From an optimization exercise on the open Yosys and OpenROAD flow, aimed at small area, a short achievable clock period and few clock cycles per item; shortcuts taken in it are not production practice.
In this exercise RTL edits were held to simulation tests only and were not proved equivalent to the original.
No activity file was given, so power comes from the tool's default toggle rates.

==> 12-28: inputs <==
==> flow/design.v (excerpt) <==
module script_lexer_byte_stream_core #(
  parameter int OFFSET_BITS       = 16,
  parameter int MAX_COMMENT_DEPTH = 15
) (
  input  logic        clk,
  input  logic        rst_n,
  input  logic        in_valid,
  output logic        in_ready,
  input  logic [7:0]  in_ch,
  input  logic        in_end_of_source,
  output logic        out_valid,
  input  logic        out_ready,
  output logic [5:0]  out_kind,
  output logic [15:0] out_start_offset,
  output logic [15:0] out_length,
  output logic [15:0] out_line,
  output logic [62:0] out_int_value,
  output logic [2:0]  out_error_code,
  output logic        out_last,
  input  logic        cfg_we,
  input  logic [15:0] cfg_wdata
);
==> flow/config.mk <==
export PLATFORM = sky130hd
export DESIGN_NAME = script_lexer_byte_stream_core
export DESIGN_NICKNAME = script_lexer_byte_stream_core
export VERILOG_FILES = /design/flow/design.v
export SDC_FILE = /design/flow/constraint.sdc
export NUM_CORES = 4
export LEC_CHECK = 0
export CAP_MARGIN = 20
export CORE_MARGIN = 2
export CORE_UTILIZATION = 55
export CTS_CLUSTER_DIAMETER = 100
export CTS_CLUSTER_SIZE = 25
export SETUP_SLACK_MARGIN = 5
export SLEW_MARGIN = 20
==> flow/constraint.sdc <==
create_clock -name core_clock -period 9.0 [get_ports {clk}]
set_input_delay 1.8000 -clock core_clock [delete_from_list [all_inputs] [get_ports {clk}]]
set_output_delay 1.8000 -clock core_clock [all_outputs]
set_load 0.01 [all_outputs]
standard.sh (not shown) runs the stock make flow with config.mk's settings and CLKGATE_MAP_FILE= SYNTH_SCRIPT=/design/flow/synth_recipe.tcl, a recipe that flattens the netlist after the stock synthesis.
==> flow/flow/run.sh <==
#!/bin/bash
# Layout flow: the standard flow (standard.sh, all ORFS steps to finish) with one change:
# the buffers that ORFS puts on every input and output port are the smallest buffer cell,
# sky130_fd_sc_hd__buf_1, instead of the cell ORFS picks by default (a 10 um2 delay buffer).
# Timing repair still upsizes any of them that a path needs. make's output goes to
# standard.log in this folder; ORFS keeps each step's log under orfs/logs/.
set -euo pipefail
cd "$(dirname "$0")/.."
bash standard.sh "BUFFER_PORTS_ARGS=-buffer_cell sky130_fd_sc_hd__buf_1" finish > standard.log 2>&1
==> 01-10 (differences from 12-28) <==
--- a/flow/design.v
+++ b/flow/design.v
@@ -70,11 +70,11 @@
   assign val_taken = take_o && o_is_val;
   assign d_free    = !d_v || (b_cons && !d_e) || src_done;
   assign a_adv     = r0_v && d_free;
   assign busy      = r0_v || r1_v || d_v;
   assign eos_in    = (r0_v && r0_e) || (r1_v && r1_e) || (d_v && d_e);
-  assign in_ready  = !r1_v && !eos_in;
+  assign in_ready  = !r1_v && (!eos_in || (o_valid && o_src_last && out_ready));
   assign take      = in_valid && in_ready;
   assign r0_ld     = !r0_v || a_adv;
   logic [7:0]  nc;
   logic [12:0] nf;
   logic [5:0]  np;
==> comparison <==
- In 12-28 the core utilization is lower than in 01-10, by 0.19 points.
- Between 01-10 and 12-28, the lower via count is in 12-28 (gap about 0.4%, measured against 12-28).
- Global-route usage is about the same in 01-10 and 12-28.
- Synthesized area: 01-10 is higher than 12-28 (about 1.2%).
- Against 01-10, the worst hold slack of 12-28 is worse by 23 ps.
- Register-to-register slack: 12-28 is higher than 01-10 (160 ps).
- Between 12-28 and 01-10, the lower combinational power is in 12-28 (gap about 10%, measured against 01-10).
Testbench counts of 12-28, summed over its fixed seeds: cycles 22,098, bytes 21,524.
Testbench counts of 01-10, summed over its fixed seeds: cycles 21,978, bytes 21,524.

==> run M <==
script_lexer_byte_stream_core, a different RTL version from the one above (not shown whole).
export LEC_CHECK = 0
export CAP_MARGIN = 20
export CORE_MARGIN = 2
export CORE_UTILIZATION = 40
export SETUP_SLACK_MARGIN = 5
export SLEW_MARGIN = 20
create_clock -name core_clock -period 9.0 [get_ports {clk}]
Scripts as last shown in full above: flow/flow/run.sh
==> inputs of run E, as changes to run M <==
--- a/flow/design.v
+++ b/flow/design.v
@@ -90,23 +90,23 @@
     case (pend)
       2'd0:    cmp_kind = 6'd18;
       2'd1:    cmp_kind = 6'd20;
       2'd2:    cmp_kind = 6'd22;
       default: cmp_kind = 6'd24;
     endcase
   endfunction
-  localparam int TI_W = 20;
+  localparam int TI_W = 19;
   function automatic logic [TI_W-1:0] tok_info(
       input logic [3:0] mode, input logic [1:0] pend, input logic ovf, input logic [12:0] f,
       input logic [5:0] p, input logic e, input logic v, input logic [1:0] sub,
-      input logic fl, input logic [1:0] n1, input logic pnd, input logic [5:0] pk);
+      input logic fl, input logic [1:0] n1);
     logic [5:0] st;
     logic s0, s1, s2, long_b;
     logic t_lex, t_dot, t_one, t_end;
-    logic valid, last, is_val, empty, step_last, src_last, pendable;
+    logic valid, last, is_val, empty, step_last, src_last;
     logic [5:0] kind, lkind;
     logic [2:0] err, lerr;
     st = step_of(mode, f);
     {s2, s1, s0} = st[3:1];
     long_b = st[5];
     is_val = (mode == M_INT) || (mode == M_INT_DOT);
     lerr = 3'd0;
@@ -132,28 +132,27 @@
       M_FLOAT:  lkind = K_FLOAT;
       default:  lkind = K_IDENT;
     endcase
     t_lex = 1'b0;
     t_dot = 1'b0;
     t_one = 1'b0;
     t_end = 1'b0;
-    pendable = !e && s2 && s0;
     if (!fl) begin
       valid = v && (s0 || s2);
       empty = v && !s0 && !s2;
       case (sub)
         2'd0: begin
           t_lex = s0;
           t_one = !s0;
-          step_last = !s0 || (!s1 && (!s2 || pendable));
+          step_last = !s0 || (!s1 && !s2);
         end
         2'd1: begin
           t_dot = s1;
           t_one = !s1;
-          step_last = !s1 || !s2 || pendable;
+          step_last = !s1 || !s2;
         end
         default: begin
           t_one = 1'b1;
           step_last = 1'b1;
         end
       endcase
       last = e && (sub == 2'd2);
@@ -177,17 +176,15 @@
       step_last = last;
       src_last = last;
     end
     kind = t_lex ? lkind : t_dot ? K_DOT : t_end ? K_END : p;
     err  = t_lex ? lerr : {2'b00, t_one && p[5]};
     tok_info = {valid, kind, err, last, t_lex || t_dot,
                 t_lex && !(long_b && !fl), t_lex && long_b && !fl, t_dot || t_one,
-                t_lex && is_val, empty, step_last, src_last, pendable && !fl};
-    if (pnd) tok_info = {1'b1, pk, {2'b00, pk[5]}, 1'b0, 1'b1, 1'b0, 1'b0, 1'b1,
-                         1'b0, empty && !fl, 1'b0, 1'b0, 1'b0};
+                t_lex && is_val, empty, step_last, src_last};
   endfunction
   logic        r0_v, r1_v, r0_e, r1_e;
   logic [7:0]  r1_c;
   logic [12:0] r0_f;
   logic [5:0]  r0_p;                       
   logic [3:0]  mode_r;
   logic [1:0]  pend_r;                     
@@ -195,20 +192,20 @@
   logic [62:0] acc_r;
   logic        ovf_r;
   logic [3:0]  depth_r;
   logic        fl_r;                       
   logic [1:0]  sub_r;                      
   logic [1:0]  n1_r;                       
   logic        o_valid, o_last, o_st_lex, o_ln_len, o_ln_two, o_ln_one;
-  logic        o_is_val, o_empty, o_step_last, o_src_last, o_to_pend, pnd_r;
+  logic        o_is_val, o_empty, o_step_last, o_src_last;
   logic [5:0]  o_kind;
   logic [2:0]  o_err;
   logic take_o, cons, src_done, val_taken, busy, eos_in, take, r0_ld;
   assign take_o    = o_valid && out_ready;
-  assign cons      = (o_empty && (!pnd_r || take_o)) || (take_o && o_step_last && !fl_r);
+  assign cons      = o_empty || (take_o && o_step_last && !fl_r);
   assign src_done  = take_o && o_src_last;
   assign val_taken = take_o && o_is_val;
   assign busy      = r0_v || r1_v || fl_r;
   assign eos_in    = (r0_v && r0_e) || (r1_v && r1_e) || fl_r;
   assign in_ready  = !r1_v && !eos_in;
   assign take      = in_valid && in_ready;
   assign r0_ld     = !r0_v || cons;
@@ -382,16 +379,15 @@
       else if (r0_f[F_DIG]) begin
         mode_nxt = M_INT;
         acc_we   = 1'b1;
       end
       else if (r0_f[F_ALPHA]) mode_nxt = M_IDENT;
     end
   end
-  logic        r0v_d, r1v_d, r0e_d, fl_d, ovf_nd, pnd_d;
-  logic [5:0]  pk_d;
+  logic        r0v_d, r1v_d, r0e_d, fl_d, ovf_nd;
   logic [12:0] r0f_d;
   logic [5:0]  r0p_d;
   logic [3:0]  mode_d;
   logic [1:0]  pend_d, sub_d, n1_d;
   always_comb begin
     r0v_d = r0_v;
     r1v_d = r1_v;
@@ -403,69 +399,64 @@
       r1v_d = 1'b0;
       r0f_d = nf;
       r0p_d = np;
       r0e_d = r1_v ? r1_e : in_end_of_source;
     end else if (take) begin
       r1v_d = 1'b1;
     end
-    pnd_d  = (pnd_r && !take_o) || (take_o && o_step_last && !fl_r && o_to_pend);
-    pk_d   = pnd_r ? o_kind : r0_p;
     mode_d = mode_r;
     pend_d = pend_r;
     n1_d   = n1_r;
     fl_d   = fl_r;
     sub_d  = sub_r;
     ovf_nd = ovf_r;
     if (cons) begin
       mode_d = mode_nxt;
       pend_d = pend_nxt;
       n1_d   = k1;
       fl_d   = r0_e;
       sub_d  = 2'd0;
       if (acc_we) ovf_nd = ovf_d;
-    end else if (take_o && !pnd_r) begin
+    end else if (take_o) begin
       sub_d = sub_r + 2'd1;
     end
     if (src_done) begin
       mode_d = M_IDLE;
       fl_d   = 1'b0;
       sub_d  = 2'd0;
     end
     if (!rst_n) begin
-      pnd_d  = 1'b0;
       r0v_d  = 1'b0;
       r1v_d  = 1'b0;
       mode_d = M_IDLE;
       fl_d   = 1'b0;
       sub_d  = 2'd0;
     end
   end
   always_ff @(posedge clk) begin
     r0_v   <= r0v_d;
     r1_v   <= r1v_d;
     r0_f   <= r0f_d;
     r0_p   <= r0p_d;
     r0_e   <= r0e_d;
-    pnd_r  <= pnd_d;
     mode_r <= mode_d;
     pend_r <= pend_d;
     n1_r   <= n1_d;
     fl_r   <= fl_d;
     sub_r  <= sub_d;
     ovf_r  <= ovf_nd;
     if (!r1_v) begin
       r1_c <= in_ch;
       r1_e <= in_end_of_source;
     end
   end
   always_ff @(posedge clk) begin
     {o_valid, o_kind, o_err, o_last, o_st_lex, o_ln_len, o_ln_two, o_ln_one,
-     o_is_val, o_empty, o_step_last, o_src_last, o_to_pend} <=
-      tok_info(mode_d, pend_d, ovf_nd, r0f_d, r0p_d, r0e_d, r0v_d, sub_d, fl_d, n1_d,
-               pnd_d, pk_d);
+     o_is_val, o_empty, o_step_last, o_src_last} <=
+      tok_info(mode_d, pend_d, ovf_nd, r0f_d, r0p_d, r0e_d, r0v_d, sub_d, fl_d, n1_d);
   end
   always_ff @(posedge clk) begin
     if (!rst_n) begin
       pos_r   <= 16'd0;
       line_r  <= 16'd1;
       first_r <= 16'd1;
     end else begin
@@ -474,15 +465,15 @@
       else if (src_done) line_r <= first_r;
       else if (cons && line_up) line_r <= line_r + 16'd1;
       if (src_done) pos_r <= 16'd0;
       else if (cons) pos_r <= pos_r + 16'd1;
     end
   end
   logic dot_next;
-  assign dot_next = take_o && o_st_lex && !pnd_r && (mode_r == M_INT_DOT);
+  assign dot_next = take_o && o_st_lex && (mode_r == M_INT_DOT);
   always_ff @(posedge clk) begin
     if (dot_next && !cons) tstart_r <= pos_dec;
     if (cons) begin
       depth_r <= depth_nxt;
       if (new_lex) begin
         tstart_r <= pos_r;
         len_r    <= 16'd1;
==> flow/run.sh (new file) <==
#!/bin/bash
# synth_recipe.tcl (not shown) runs the flow's synth.tcl, then flattens the netlist and writes it again
# the make line also repeats each setting of config.mk as NAME=value (left out here)
make -C /OpenROAD-flow-scripts/flow DESIGN_CONFIG=/design/flow/config.mk WORK_HOME=/design/flow/orfs CLKGATE_MAP_FILE= SYNTH_SCRIPT=/design/flow/synth_recipe.tcl finish
removed: flow/flow/run.sh
removed: flow/standard.sh
==> inputs of run X, as changes to run M <==
--- a/flow/design.v
+++ b/flow/design.v
@@ -90,23 +90,23 @@
     case (pend)
       2'd0:    cmp_kind = 6'd18;
       2'd1:    cmp_kind = 6'd20;
       2'd2:    cmp_kind = 6'd22;
       default: cmp_kind = 6'd24;
     endcase
   endfunction
-  localparam int TI_W = 20;
+  localparam int TI_W = 19;
   function automatic logic [TI_W-1:0] tok_info(
       input logic [3:0] mode, input logic [1:0] pend, input logic ovf, input logic [12:0] f,
       input logic [5:0] p, input logic e, input logic v, input logic [1:0] sub,
-      input logic fl, input logic [1:0] n1, input logic pnd, input logic [5:0] pk);
+      input logic fl, input logic [1:0] n1);
     logic [5:0] st;
     logic s0, s1, s2, long_b;
     logic t_lex, t_dot, t_one, t_end;
-    logic valid, last, is_val, empty, step_last, src_last, pendable;
+    logic valid, last, is_val, empty, step_last, src_last;
     logic [5:0] kind, lkind;
     logic [2:0] err, lerr;
     st = step_of(mode, f);
     {s2, s1, s0} = st[3:1];
     long_b = st[5];
     is_val = (mode == M_INT) || (mode == M_INT_DOT);
     lerr = 3'd0;
@@ -132,28 +132,27 @@
       M_FLOAT:  lkind = K_FLOAT;
       default:  lkind = K_IDENT;
     endcase
     t_lex = 1'b0;
     t_dot = 1'b0;
     t_one = 1'b0;
     t_end = 1'b0;
-    pendable = !e && s2 && s0;
     if (!fl) begin
       valid = v && (s0 || s2);
       empty = v && !s0 && !s2;
       case (sub)
         2'd0: begin
           t_lex = s0;
           t_one = !s0;
-          step_last = !s0 || (!s1 && (!s2 || pendable));
+          step_last = !s0 || (!s1 && !s2);
         end
         2'd1: begin
           t_dot = s1;
           t_one = !s1;
-          step_last = !s1 || !s2 || pendable;
+          step_last = !s1 || !s2;
         end
         default: begin
           t_one = 1'b1;
           step_last = 1'b1;
         end
       endcase
       last = e && (sub == 2'd2);
@@ -177,17 +176,15 @@
       step_last = last;
       src_last = last;
     end
     kind = t_lex ? lkind : t_dot ? K_DOT : t_end ? K_END : p;
     err  = t_lex ? lerr : {2'b00, t_one && p[5]};
     tok_info = {valid, kind, err, last, t_lex || t_dot,
                 t_lex && !(long_b && !fl), t_lex && long_b && !fl, t_dot || t_one,
-                t_lex && is_val, empty, step_last, src_last, pendable && !fl};
-    if (pnd) tok_info = {1'b1, pk, {2'b00, pk[5]}, 1'b0, 1'b1, 1'b0, 1'b0, 1'b1,
-                         1'b0, empty && !fl, 1'b0, 1'b0, 1'b0};
+                t_lex && is_val, empty, step_last, src_last};
   endfunction
   logic        r0_v, r1_v, r0_e, r1_e;
   logic [7:0]  r1_c;
   logic [12:0] r0_f;
   logic [5:0]  r0_p;                       
   logic [3:0]  mode_r;
   logic [1:0]  pend_r;                     
@@ -195,20 +192,20 @@
   logic [62:0] acc_r;
   logic        ovf_r;
   logic [3:0]  depth_r;
   logic        fl_r;                       
   logic [1:0]  sub_r;                      
   logic [1:0]  n1_r;                       
   logic        o_valid, o_last, o_st_lex, o_ln_len, o_ln_two, o_ln_one;
-  logic        o_is_val, o_empty, o_step_last, o_src_last, o_to_pend, pnd_r;
+  logic        o_is_val, o_empty, o_step_last, o_src_last;
   logic [5:0]  o_kind;
   logic [2:0]  o_err;
   logic take_o, cons, src_done, val_taken, busy, eos_in, take, r0_ld;
   assign take_o    = o_valid && out_ready;
-  assign cons      = (o_empty && (!pnd_r || take_o)) || (take_o && o_step_last && !fl_r);
+  assign cons      = o_empty || (take_o && o_step_last && !fl_r);
   assign src_done  = take_o && o_src_last;
   assign val_taken = take_o && o_is_val;
   assign busy      = r0_v || r1_v || fl_r;
   assign eos_in    = (r0_v && r0_e) || (r1_v && r1_e) || fl_r;
   assign in_ready  = !r1_v && !eos_in;
   assign take      = in_valid && in_ready;
   assign r0_ld     = !r0_v || cons;
@@ -265,43 +262,15 @@
   assign {consumed, s2, s1, s0} = st[4:1];
   assign k1 = {s0 && (s1 || s2), s0 ^ s1 ^ s2};
   assign len_hi_inc = len_r[15:1] + 15'd1;
   assign len_inc  = (len_r == 16'hFFFF) ? len_r :
                     len_r[0] ? {len_hi_inc, 1'b0} : {len_r[15:1], 1'b1};
   assign len_inc2 = (len_r[15:1] == 15'h7FFF) ? 16'hFFFF : {len_hi_inc, len_r[0]};
   assign pos_dec  = pos_r - 16'd1;
-  logic [2:0]  d_a;
-  logic [62:0] ax, ay, ag, ap, pg, pp;
-  assign d_a = r0_p[3] ? 3'd7 : r0_p[2:0];
-  assign ax  = {acc_r[59:0], d_a};
-  assign ay  = {acc_r[61:0], r0_p[3]};
-  always_comb begin
-    ag = ax & ay;
-    ap = ax ^ ay;
-    pg = ag;
-    pg[0] = ag[0] | (ap[0] & r0_p[3] & r0_p[0]);
-    pp = ap;
-    for (int l = 0; l < 6; l++) begin
-      for (int i = 0; i < 63; i++) begin
-        if (((i + 1) % (2 << l)) == 0) begin
-          pg[i] = pg[i] | (pp[i] & pg[i - (1 << l)]);
-          pp[i] = pp[i] & pp[i - (1 << l)];
-        end
-      end
-    end
-    for (int l = 4; l >= 0; l--) begin
-      for (int i = 0; i < 63; i++) begin
-        if ((((i + 1) % (2 << l)) == (1 << l)) && (i >= (2 << l))) begin
-          pg[i] = pg[i] | (pp[i] & pg[i - (1 << l)]);
-          pp[i] = pp[i] & pp[i - (1 << l)];
-        end
-      end
-    end
-  end
-  assign prod = ap ^ {pg[61:0], r0_p[3] & r0_p[0]};
+  assign prod     = {acc_r[59:0], 3'b000} + {acc_r[61:0], 1'b0} + {59'd0, r0_p[3:0]};
   assign ovf_d    = (acc_r > ACC_LIM) || ((acc_r == ACC_LIM) && r0_p[3]);
   always_comb begin
     mode_nxt  = mode_r;
     pend_nxt  = pend_r;
     depth_nxt = depth_r;
     new_lex   = 1'b0;
     len_up    = 1'b0;
@@ -325,15 +294,15 @@
           mode_nxt = M_IDLE;
         end
       end
       M_BLOCK, M_BLOCK_STAR, M_BLOCK_SLASH: begin
         len_up = 1'b1;
         if (mode_r == M_BLOCK_STAR && r0_f[F_SLASH]) begin
           depth_nxt = (depth_r != 4'd0) ? depth_r - 4'd1 : depth_r;
-          mode_nxt  = (depth_r[3:1] == 3'd0) ? M_IDLE : M_BLOCK;
+          mode_nxt  = (depth_nxt == 4'd0) ? M_IDLE : M_BLOCK;
         end else if (mode_r == M_BLOCK_SLASH && r0_f[F_STAR]) begin
           depth_nxt = (depth_r != 4'(MAX_COMMENT_DEPTH)) ? depth_r + 4'd1 : depth_r;
           mode_nxt  = M_BLOCK;
         end else if (r0_f[F_NL]) begin
           line_up  = 1'b1;
           mode_nxt = M_BLOCK;
         end else if (r0_f[F_STAR]) begin
@@ -382,16 +351,15 @@
       else if (r0_f[F_DIG]) begin
         mode_nxt = M_INT;
         acc_we   = 1'b1;
       end
       else if (r0_f[F_ALPHA]) mode_nxt = M_IDENT;
     end
   end
-  logic        r0v_d, r1v_d, r0e_d, fl_d, ovf_nd, pnd_d;
-  logic [5:0]  pk_d;
+  logic        r0v_d, r1v_d, r0e_d, fl_d, ovf_nd;
   logic [12:0] r0f_d;
   logic [5:0]  r0p_d;
   logic [3:0]  mode_d;
   logic [1:0]  pend_d, sub_d, n1_d;
   always_comb begin
     r0v_d = r0_v;
     r1v_d = r1_v;
@@ -403,69 +371,64 @@
       r1v_d = 1'b0;
       r0f_d = nf;
       r0p_d = np;
       r0e_d = r1_v ? r1_e : in_end_of_source;
     end else if (take) begin
       r1v_d = 1'b1;
     end
-    pnd_d  = (pnd_r && !take_o) || (take_o && o_step_last && !fl_r && o_to_pend);
-    pk_d   = pnd_r ? o_kind : r0_p;
     mode_d = mode_r;
     pend_d = pend_r;
     n1_d   = n1_r;
     fl_d   = fl_r;
     sub_d  = sub_r;
     ovf_nd = ovf_r;
     if (cons) begin
       mode_d = mode_nxt;
       pend_d = pend_nxt;
       n1_d   = k1;
       fl_d   = r0_e;
       sub_d  = 2'd0;
       if (acc_we) ovf_nd = ovf_d;
-    end else if (take_o && !pnd_r) begin
+    end else if (take_o) begin
       sub_d = sub_r + 2'd1;
     end
     if (src_done) begin
       mode_d = M_IDLE;
       fl_d   = 1'b0;
       sub_d  = 2'd0;
     end
     if (!rst_n) begin
-      pnd_d  = 1'b0;
       r0v_d  = 1'b0;
       r1v_d  = 1'b0;
       mode_d = M_IDLE;
       fl_d   = 1'b0;
       sub_d  = 2'd0;
     end
   end
   always_ff @(posedge clk) begin
     r0_v   <= r0v_d;
     r1_v   <= r1v_d;
     r0_f   <= r0f_d;
     r0_p   <= r0p_d;
     r0_e   <= r0e_d;
-    pnd_r  <= pnd_d;
     mode_r <= mode_d;
     pend_r <= pend_d;
     n1_r   <= n1_d;
     fl_r   <= fl_d;
     sub_r  <= sub_d;
     ovf_r  <= ovf_nd;
     if (!r1_v) begin
       r1_c <= in_ch;
       r1_e <= in_end_of_source;
     end
   end
   always_ff @(posedge clk) begin
     {o_valid, o_kind, o_err, o_last, o_st_lex, o_ln_len, o_ln_two, o_ln_one,
-     o_is_val, o_empty, o_step_last, o_src_last, o_to_pend} <=
-      tok_info(mode_d, pend_d, ovf_nd, r0f_d, r0p_d, r0e_d, r0v_d, sub_d, fl_d, n1_d,
-               pnd_d, pk_d);
+     o_is_val, o_empty, o_step_last, o_src_last} <=
+      tok_info(mode_d, pend_d, ovf_nd, r0f_d, r0p_d, r0e_d, r0v_d, sub_d, fl_d, n1_d);
   end
   always_ff @(posedge clk) begin
     if (!rst_n) begin
       pos_r   <= 16'd0;
       line_r  <= 16'd1;
       first_r <= 16'd1;
     end else begin
@@ -474,15 +437,15 @@
       else if (src_done) line_r <= first_r;
       else if (cons && line_up) line_r <= line_r + 16'd1;
       if (src_done) pos_r <= 16'd0;
       else if (cons) pos_r <= pos_r + 16'd1;
     end
   end
   logic dot_next;
-  assign dot_next = take_o && o_st_lex && !pnd_r && (mode_r == M_INT_DOT);
+  assign dot_next = take_o && o_st_lex && (mode_r == M_INT_DOT);
   always_ff @(posedge clk) begin
     if (dot_next && !cons) tstart_r <= pos_dec;
     if (cons) begin
       depth_r <= depth_nxt;
       if (new_lex) begin
         tstart_r <= pos_r;
         len_r    <= 16'd1;
==> flow/run.sh (new file) <==
#!/bin/bash
# synth_recipe.tcl (not shown) runs the flow's synth.tcl, then flattens the netlist and writes it again
# the make line also repeats each setting of config.mk as NAME=value (left out here)
make -C /OpenROAD-flow-scripts/flow DESIGN_CONFIG=/design/flow/config.mk WORK_HOME=/design/flow/orfs CLKGATE_MAP_FILE= SYNTH_SCRIPT=/design/flow/synth_recipe.tcl finish
removed: flow/flow/run.sh
removed: flow/standard.sh
==> comparison table <==
Result of the run: run E finished clean; run M finished clean; run X finished clean
Layout cells sized above 1: run E 15.14%; run M 15.52%; run X 13.99%
Detail Route met3 WL: run E 2436 um; run M 2812 um; run X 2684 um
VDD IR max: run E 140.9 uV; run M 143.3 uV; run X 150.8 uV
Final hold slack: run E 0.4568 ns; run M 0.4757 ns; run X 0.4800 ns
CP startpoint: run E out_ready; run M in_ch[4]; run X in_ch[7]
Sequential cell area in the final layout: run E 4415 um2; run M 4493 um2; run X 4418 um2
Worst setup path endpoint: run E o_kind[0]; run M o_kind[0]; run X o_kind[1]
Sequential area share after synthesis: run E 31.14%; run M 32.16%; run X 28.97%
Post-route worst setup slack: run E 5.003 ns; run M 4.762 ns; run X 4.684 ns
Final WL: run E 41460 um; run M 39940 um; run X 48450 um
Number of sequential storage elements: run E 208; run M 210; run X 208
Cell internal power dissipation: run E 2263 uW; run M 2324 uW; run X 2702 uW
Horizontal die dimension: run E 191.8 um; run M 190.7 um; run X 198.7 um
Final cell count without fillers: run E 2304; run M 2196; run X 2562
#FFs+latches synth: run E 208; run M 210; run X 208
Worst-case hold path end point: run E r0_p[4]; run M pend_r[1]; run X r1_e
Antenna diode count: run E 0; run M 1; run X 0
Multi-input gate share of the layout cell area: run E 53.19%; run M 55.68%; run X 56.38%
Library cell contributing the largest single delay on the critical path: run E sky130_fd_sc_hd__o41a_1; run M sky130_fd_sc_hd__a221o_1; run X sky130_fd_sc_hd__or4_4
Synth Cell Area: run E 14110 um2; run M 13940 um2; run X 15170 um2
Count of routing violations after the opening detailed-route iteration: run E 711; run M 1115; run X 1223
GR Util All Layers: run E 22.19%; run M 21.42%; run X 23.97%
Clock network power share: run E 29.6%; run M 26.6%; run X 25.6%
Testbench counts of run M, summed over its fixed seeds: cycles 21,970, bytes 21,524.
Testbench counts of run E, summed over its fixed seeds: cycles 22,113, bytes 21,524.
Testbench counts of run X, summed over its fixed seeds: cycles 22,113, bytes 21,524.

what the ideal ports hide:
In the flow no input, the clock included, has a driving cell. The finished layouts below were timed again as built, in two steps.
Step 1 (the two cells are an assumption about what drives the block):
set clk [get_ports {clk}]
set_driving_cell -lib_cell sky130_fd_sc_hd__clkbuf_16 $clk
set_driving_cell -lib_cell sky130_fd_sc_hd__buf_2 [delete_from_list [all_inputs] $clk]
Step 2 also shifts input and output timing later by t, the mid clock arrival at the registers, as if the neighbouring blocks saw the same clock.
Three values: ideal, step 1, step 2; two values: the first two.
| run | shift t [ns] | setup slack, ns | slew at the worst register clock pin (ns) | worst slew at a driven data input, ns | cell pins on the clock port's net |
|---|---|---|---|---|---|
| 12-28 | 0.530 | 4.986 / 4.986 / 4.674 | 0.11 / 0.11 | 0.05 | 1 |
| 01-10 | 0.540 | 4.827 / 4.780 / 4.515 | 0.10 / 0.10 | 0.07 | 1 |
| run M | 0.578 | 4.762 / 4.782 / 4.204 | 0.06 / 0.06 | 0.07 | 1 |
| run E | 0.603 | 5.003 / 5.007 / 4.403 | 0.06 / 0.06 | 0.07 | 1 |
| run X | 0.587 | 4.684 / 4.678 / 4.092 | 0.06 / 0.06 | 0.08 | 1 |
After both steps every run listed still meets setup and hold. For run E, which loses most, drivers alone change the setup slack by +0.004 ns; drivers and shift together by -0.600 ns.
